Context: an optimization exercise on an open-source flow, tuned for small area and a short achievable clock period. The choices shown serve that exercise and are no tape-out recipe.
In this exercise RTL edits were held to simulation tests only and were not proved equivalent to the original.
Power and IR drop assume default switching activity.

==> flow/design.v (excerpt) <==
module mul32 (
    input  logic        clk,
    input  logic        rst,
    input  logic        in_valid,
    input  logic [31:0] a,
    input  logic [31:0] b,
    output logic        out_valid,
    output logic [31:0] hi,
    output logic [31:0] lo
);
Size in the first run: roughly 130 I/O pins, about 0.037 mm² of cells after synthesis.
export LEC_CHECK = 0
export ABC_CLOCK_PERIOD_IN_PS = 2000
export CAP_MARGIN = 20
export CORE_MARGIN = 2
export CORE_UTILIZATION = 45
export PLACE_DENSITY = 0.6
export SETUP_SLACK_MARGIN = 2.25
export SLEW_MARGIN = 20
create_clock -name core_clock -period 5.0 [get_ports {clk}]
standard.sh (not shown) runs the stock make flow with config.mk's settings and CLKGATE_MAP_FILE= SYNTH_SCRIPT=/design/flow/synth_recipe.tcl, a recipe that flattens the netlist after the stock synthesis.
==> flow/flow/run.sh <==
#!/bin/bash
# Standard ORFS layout, with one netlist pass between synthesis and floorplan:
# invopt.py removes inverters between full-adder cells (a full adder is
# self-dual, so a cell can take complemented inputs and give complemented
# outputs). nleq.py compares the two netlists on random vectors; if they differ,
# the standard netlist is used unchanged.
set -uo pipefail
R=orfs/results/sky130hd/mul32/base
bash standard.sh synth > synth.log 2>&1 || exit 1
cp $R/1_2_yosys.v $R/1_2_yosys_std.v
if python3 flow/invopt.py $R/1_2_yosys_std.v $R/1_2_yosys_opt.v > invopt.log 2>&1 &&
   python3 flow/nleq.py $R/1_2_yosys_std.v $R/1_2_yosys_opt.v > nleq.log 2>&1 &&
   grep -q "mismatches 0 " nleq.log; then
  cp $R/1_2_yosys_opt.v $R/1_2_yosys.v
  rm -f $R/1_synth.odb $R/1_synth.sdc
  bash standard.sh synth > synth2.log 2>&1 || exit 1
else
  echo "invopt not used" >> invopt.log
fi
# port buffers: a plain buf_2 on every input and output port instead of the
# delay buffer buffer_ports picks by default
export BUFFER_PORTS_ARGS="-buffer_cell sky130_fd_sc_hd__buf_2"
bash standard.sh > finish.log 2>&1
Other scripts of this flow, unchanged in this note and not shown: flow/flow/invopt.py, flow/flow/nleq.py
Then changed:
Settings changed: ABC_CLOCK_PERIOD_IN_PS 2000 to default, CTS_CLUSTER_DIAMETER from default to 100, CTS_CLUSTER_SIZE from default to 26, SETUP_SLACK_MARGIN 2.25 to 2.4, SLEW_MARGIN 20 to 60.
Critical path depth came out higher by 8.
Routed wire length goes down by 0.93%.
Power went down by 7.1%.
Worst setup slack is better by 0.11 ns.
Then changed:
Settings changed: CTS_CLUSTER_SIZE 26 to 20, SETUP_SLACK_MARGIN 2.4 to 2.5.
The new run ran to the end with no violations.
Synthesized area does not change.
Utilization climbs by 0.49 points.
Routed wire length rose by 0.89%.
Total power climbs by 3.1%.
Via count stays flat.
Clock-buffer cell count went up by 7.
Then changed:
Settings changed: CTS_CLUSTER_DIAMETER 100 to default, CTS_CLUSTER_SIZE 20 to default, SETUP_SLACK_MARGIN 2.5 to 2.25, SLEW_MARGIN 60 to 20.
After rerunning: Count of clock-buffer cells in the layout went up by 48; cell area went up by about 2%; non-clock buffer count went down by 14; global-route usage barely changes; sequential cell count stays the same; sequential share of layout area went down by 1.1 points; routed wire length stays flat; critical path depth went down by 5; synthesized area is unchanged; utilization went up by 1.0 points; die area does not change.
Then changed:
Settings changed: CTS_CLUSTER_DIAMETER from default to 100, CTS_CLUSTER_SIZE from default to 20.
=> Power is lower by 7.5%; non-clock buffer count is higher by 3; clock skew hardly moves; utilization is lower by 1.6 points; cell area is lower by 3.3%; clock power is lower by 39%; flip-flop and latch count is unchanged; critical path depth does not change; routed wire length is lower by 0.80%.


Starting RTL as in the previous note.
==> flow/design.v (excerpt) <==
module mul32 (
    input  logic        clk,
    input  logic        rst,
    input  logic        in_valid,
    input  logic [31:0] a,
    input  logic [31:0] b,
    output logic        out_valid,
    output logic [31:0] hi,
    output logic [31:0] lo
);
export LEC_CHECK = 0
export CAP_MARGIN = 20
export CORE_MARGIN = 2
export CORE_UTILIZATION = 45
export CTS_CLUSTER_DIAMETER = 100
export CTS_CLUSTER_SIZE = 20
export PLACE_DENSITY = 0.6
export SETUP_SLACK_MARGIN = 2.3
export SLEW_MARGIN = 60
create_clock -name core_clock -period 5.0 [get_ports {clk}]
Scripts as last shown in full above: flow/flow/run.sh
Other scripts of this flow, unchanged in this note and not shown: flow/flow/invopt.py, flow/flow/nleq.py
The baseline passed the timing, design-rule and antenna checks.
==> next run, changes <==
--- a/flow/config.mk
+++ b/flow/config.mk
@@ -10 +10 @@
-export CORE_UTILIZATION = 45
+export CORE_UTILIZATION = 60
@@ -13 +13 @@
-export PLACE_DENSITY = 0.6
+export PLACE_DENSITY = 0.72
=> The changed run completed with no timing, DRC or antenna violations. Clock power decreases by about 4%. Power climbs by 0.31%. First-iteration DRC count rises by about 32%. Clock skew climbs by 9.5 ps. Worst hold slack improved by 7.4 ps. Routed wire length falls by 4.3%. Final area drops by 0.94%. Utilization grows by 15 points.
==> next run, changes <==
--- a/flow/flow/run.sh
+++ b/flow/flow/run.sh
@@ -20,3 +19,0 @@
-# port buffers: a plain buf_2 on every input and output port instead of the
-# delay buffer buffer_ports picks by default
-export BUFFER_PORTS_ARGS="-buffer_cell sky130_fd_sc_hd__buf_2"
--- a/flow/config.mk
+++ b/flow/config.mk
@@ -10,6 +10,4 @@
-export CORE_UTILIZATION = 60
-export CTS_CLUSTER_DIAMETER = 100
-export CTS_CLUSTER_SIZE = 20
-export PLACE_DENSITY = 0.72
-export SETUP_SLACK_MARGIN = 2.3
-export SLEW_MARGIN = 60
+export CORE_UTILIZATION = 45
+export PLACE_DENSITY = 0.6
+export SETUP_SLACK_MARGIN = 2.4
+export SLEW_MARGIN = 20
Final area is higher by 7.7%. Global-route usage is lower by 7.0 points. Cell count is higher by 11%. Total power is higher by 10%.
==> next run, changes <==
--- a/flow/flow/run.sh
+++ b/flow/flow/run.sh
@@ -19,0 +20,3 @@
+# port buffers: a plain buf_2 on every input and output port instead of the
+# delay buffer buffer_ports picks by default
+export BUFFER_PORTS_ARGS="-buffer_cell sky130_fd_sc_hd__buf_2"
--- a/flow/config.mk
+++ b/flow/config.mk
@@ -10,0 +11,2 @@
+export CTS_CLUSTER_DIAMETER = 100
+export CTS_CLUSTER_SIZE = 20
@@ -13 +15 @@
-export SLEW_MARGIN = 20
+export SLEW_MARGIN = 60
Final cell count fell by a few percent.
Hold slack is about the same.
Routed wire length fell slightly.
Worst setup slack improved by 34 ps.
Clock skew rose by 4.5 ps.
Sequential cell count stays the same.
Die area stays the same.
Total power fell by a little under a tenth.

==> afterwards: timing with drivers on the ports <==
How much do the figures lean on ideal ports? The routed layouts below were timed once more, with nothing changed but the port constraints. Step 1 (the two cells are an assumption about what drives the block):
set clk [get_ports {clk}]
set_driving_cell -lib_cell sky130_fd_sc_hd__clkbuf_16 $clk
set_driving_cell -lib_cell sky130_fd_sc_hd__buf_2 [delete_from_list [all_inputs] $clk]
Step 2 times the ports against the registers' clock, not the clock port: input delays grow and output delays shrink by t, the midpoint of the rising clock arrivals with the driver on. Slacks: no drivers / after step 1 / after step 2; pairs: no drivers / after step 1.
run | shift t [ns] | setup slack, ns | worst hold slack (ns)
the first run of note 1 | 0.680 | 2.233 / 2.233 / 2.233 | 0.325 / 0.325 / 0.325
the second run of note 1 | 0.652 | 2.347 / 2.347 / 2.347 | 0.334 / 0.334 / 0.334
the third run of note 1 | 0.660 | 2.346 / 2.346 / 2.346 | 0.327 / 0.327 / 0.327
the fourth run of note 1 | 0.680 | 2.233 / 2.233 / 2.233 | 0.325 / 0.325 / 0.325
the fifth run of note 1 | 0.656 | 2.258 / 2.258 / 2.258 | 0.327 / 0.327 / 0.327
the first run of note 2 | 0.669 | 2.339 / 2.339 / 2.339 | 0.322 / 0.322 / 0.322
the second run of note 2 | 0.658 | 2.280 / 2.280 / 2.280 | 0.329 / 0.329 / 0.329
the third run of note 2 | 0.692 | 2.343 / 2.343 / 2.343 | 0.323 / 0.323 / 0.323
the fourth run of note 2 | 0.666 | 2.377 / 2.377 / 2.377 | 0.322 / 0.322 / 0.322
After both steps every run listed still meets setup and hold.
